This is an optimization exercise on Yosys and OpenROAD, whose aim is small area, not a production implementation. The RTL was checked by simulation tests, not by an equivalence proof against the original design. Power is estimated from default activity; no workload was simulated. The flow treats the clock pin as an ideal source, which a real chip does not have.

JK:
// note_sequencer
module note_sequencer #(
    parameter int ADDR_W   = 8,
    parameter int DUR_W    = 10,
    parameter int TICK_DIV = 500
) (
    input  logic              clk,
    input  logic              rst,
    input  logic [2:0]        live_octave,
    input  logic [2:0]        live_note,
    input  logic              cmd_rec,
    input  logic              cmd_play,
    input  logic              cmd_stop,
    input  logic              loop_en,
    output logic [2:0]        out_octave,
    output logic [2:0]        out_note,
    output logic [1:0]        mode,
    output logic [ADDR_W:0]   rec_count,
    output logic              full
);
    localparam logic [1:0] MODE_IDLE = 2'd0;
    localparam logic [1:0] MODE_REC  = 2'd1;
    localparam logic [1:0] MODE_PLAY = 2'd2;
    localparam int OCT_W  = 3;
    localparam int NOTE_W = 3;
    localparam logic [NOTE_W-1:0] NOTE_REST = 3'd0;
    localparam logic [1:0] ST_IDLE  = 2'd0;
    localparam logic [1:0] ST_REC   = 2'd1;
    localparam logic [1:0] ST_FETCH = 2'd2;
    localparam logic [1:0] ST_PLAY  = 2'd3;
  ...
Size: about 0.092 mm² of cells after synthesis.
export LEC_CHECK = 0
export CAP_MARGIN = 20
export CORE_MARGIN = 2
export CORE_UTILIZATION = 60
export CTS_CLUSTER_DIAMETER = 100
export CTS_CLUSTER_SIZE = 35
export PLACE_DENSITY = 0.7
export SLEW_MARGIN = 20
create_clock -name core_clock -period 10.0 [get_ports {clk}]
run.sh (not shown) runs the stock make flow with config.mk's settings and CLKGATE_MAP_FILE= SYNTH_SCRIPT=/design/flow/synth_recipe.tcl, a recipe that flattens the netlist after the stock synthesis.
JK finished every stage and its layout cleared the timing, design-rule and antenna checks.
For MS, these inputs were changed with respect to JK:
diff --git a/flow/config.mk b/flow/config.mk
--- a/flow/config.mk
+++ b/flow/config.mk
@@ -8,7 +8,7 @@
 export CAP_MARGIN = 20
 export CORE_MARGIN = 2
-export CORE_UTILIZATION = 60
+export CORE_UTILIZATION = 75
 export CTS_CLUSTER_DIAMETER = 100
-export CTS_CLUSTER_SIZE = 35
-export PLACE_DENSITY = 0.7
+export CTS_CLUSTER_SIZE = 32
+export PLACE_DENSITY = 0.85
 export SLEW_MARGIN = 20
--- outcome ---
Seen in the log of MS: DPL-0033 during 4_1_cts, after which the run never completed. Share of the synthesized netlist area taken by xor and xnor gates: JK vs MS identical. Changes observed in MS relative to JK: CTS buffer count went up by 7.1%; share of synthesized cell area in and, or, nand and nor gates was more or less identical; flip-flop and latch count after synthesis was more or less identical.
Modified inputs, AL compared to MS
diff --git a/flow/config.mk b/flow/config.mk
--- a/flow/config.mk
+++ b/flow/config.mk
@@ -8,7 +8,7 @@
 export CAP_MARGIN = 20
 export CORE_MARGIN = 2
-export CORE_UTILIZATION = 75
+export CORE_UTILIZATION = 60
 export CTS_CLUSTER_DIAMETER = 100
 export CTS_CLUSTER_SIZE = 32
-export PLACE_DENSITY = 0.85
+export PLACE_DENSITY = 0.7
 export SLEW_MARGIN = 20
- Per the final summary, AL finished and its layout is clean on timing, DRC and antenna.
- Re half-perimeter wire length of the detailed placement result: AL and MS aren't equal, and the lower value belongs to AL.
- AL: final weighted congestion of routability-driven global placement 3.0% below MS
- AL against MS; cell area reported after detailed placement is up slightly.
> inputs changed (AL -> TR)
diff --git a/flow/config.mk b/flow/config.mk
--- a/flow/config.mk
+++ b/flow/config.mk
@@ -8,7 +8,6 @@
 export CAP_MARGIN = 20
 export CORE_MARGIN = 2
-export CORE_UTILIZATION = 60
+export CORE_UTILIZATION = 40
 export CTS_CLUSTER_DIAMETER = 100
 export CTS_CLUSTER_SIZE = 32
-export PLACE_DENSITY = 0.7
 export SLEW_MARGIN = 20
--- outcome ---
- No stage failed in TR, and the final checks on the layout all came back clean.
- In TR relative to AL, wire length on met1 had gone down by a few percent.
- TR ended with more worst max-slew margin expressed relative to the limit than AL.
- TR -> AL: number of flip-flops and latches in the synthesized netlist delta 0, exact match
- The die area number comes out lower for AL vs TR.


== build 11 ==
Starting RTL as in the previous note.
clock: 10.0 ns
lec_check: 0
cap_margin: 20
core_margin: 2
core_utilization: 60
cts_cluster_diameter: 100
cts_cluster_size: 34
gpl_routability_driven: 0
gpl_timing_driven: 0
place_density: 0.7
slew_margin: 20
The following lists how build 67 was set up differently from build 11:
- GPL_ROUTABILITY_DRIVEN removed (was 0)
- GPL_TIMING_DRIVEN removed (was 0)
Notes after the runs:
As far as final antenna diode count goes, build 11 and build 67 are indistinguishable; the numbers are identical.
Changes observed in build 67 relative to build 11: fmax now sits lower; global routing met3 resource utilization has remained practically unchanged; met1 layer wirelength in the final routing now larger.
Comparing build 11 and build 67, the higher global-route usage was measured on build 67.
Build 67 leaves less setup margin than build 11.
Build 67 went all the way through the flow, and no timing, DRC or antenna check failed.
Relative to build 11, overall power increased by about 0.7% in build 67.
diff inputs: build 67 => build 47
- changing SLEW_MARGIN from 20 to 0
- changing CTS_CLUSTER_SIZE from 34 to 32
- removing PLACE_DENSITY (formerly 0.7)
- changing CAP_MARGIN from 20 to 0
- changing CORE_UTILIZATION from 60 to 40
Notes after the runs:
- Comparing build 47 and build 67, routed wire length is higher on build 47.
- Compared with build 67, build 47 shows summed area of non-filler cells in the final layout that has gone up slightly.
- Diff build 67 -> build 47: mean instance size in the synthesized netlist closely matched the old numbers; final core utilization decreased by 21 points relative to the old numbers; length of routed met2 wiring increased by about 6% relative to the old numbers; post-layout minimum cycle time increased by 0.57 ns relative to the old numbers.
Edits applied to the flow inputs when going from build 47 to build 94:
- GPL_TIMING_DRIVEN now 0, previously not set
- SLEW_MARGIN now 20, was 0
- CORE_UTILIZATION now 60, was 40
- CTS_CLUSTER_SIZE now 34, was 32
- CAP_MARGIN now 20, was 0
- PLACE_DENSITY now 0.7, previously not set
[summary]
- In the metrics for build 94 and build 47, the one carrying the higher measured slew at the worst slew-check pin is build 47.
- Between build 94 and build 47, final setup slack of the worst path is lower for build 47, build 94 comes in above that.
- Build 94 vs. build 47: maximum frequency +41 MHz, final setup skew shrank by 0.0097 ns, share of the clock period used by the worst path after layout saw a decrease.
- On overall fraction of global-route tracks in use: build 94 sits above build 47.
- The worst slack after detailed placement in build 94 sits 0.66 ns above the value recorded for build 47.
Edits applied to the flow inputs when going from build 94 to build 24:
- a deleted PLACE_DENSITY that had been 0.7
- a change of CORE_UTILIZATION from 60 to 40
- a change of CTS_CLUSTER_SIZE from 34 to 30
- a deleted GPL_TIMING_DRIVEN that had been 0
Findings:
Compared with build 94, build 24 shows clock network area share higher by 0.69 points. Combinational power across build 94 and build 24: no real change. Build 94 → build 24: net count of the finished layout lost 0.77%, length of routed wiring on met1 moved down, worst slack on hold paths now sits lower, sequential share of power went down 1.7 points. Relative to build 94, the total via count after detailed routing measured on build 24 has increased slightly.

==> re-timing with driven ports <==
No port has a modelled driver above. Below, the same layouts with a new extraction and two added sets of constraints.
Step 1, drivers: a clkbuf_16 drives clk and a buf_2 each remaining input, both assumed.
Step 2 times the ports against the registers' clock, not the clock port: input delays grow and output delays shrink by t, the midpoint of the rising clock arrivals with the driver on.
Slacks: ideal ports / drivers / drivers and shift; pairs: ideal ports / drivers.
| run | t (ns) | setup WS [ns] | worst setup path after step 2 | worst data-port slew with drivers (ns) |
|---|---|---|---|---|
| JK | 0.855 | 5.454 / 5.384 / 5.286 | input to register | 0.04 |
| AL | 0.877 | 5.396 / 5.325 / 5.287 | input to register | 0.04 |
| TR | 0.897 | 4.972 / 4.899 / 4.655 | input to register | 0.14 |
| build 11 | 0.861 | 5.697 / 5.628 / 5.286 | input to register | 0.04 |
| build 67 | 0.871 | 5.409 / 5.338 / 5.290 | input to register | 0.04 |
| build 47 | 0.897 | 4.843 / 4.769 / 4.590 | input to register | 0.15 |
| build 94 | 0.853 | 5.738 / 5.669 / 5.286 | input to register | 0.07 |
| build 24 | 0.896 | 4.944 / 4.871 / 4.650 | input to register | 0.14 |
After both steps setup and hold are still met in every run listed. The setup slack of build 94, which loses most, moves by -0.069 ns with the drivers and by -0.452 ns with both steps.
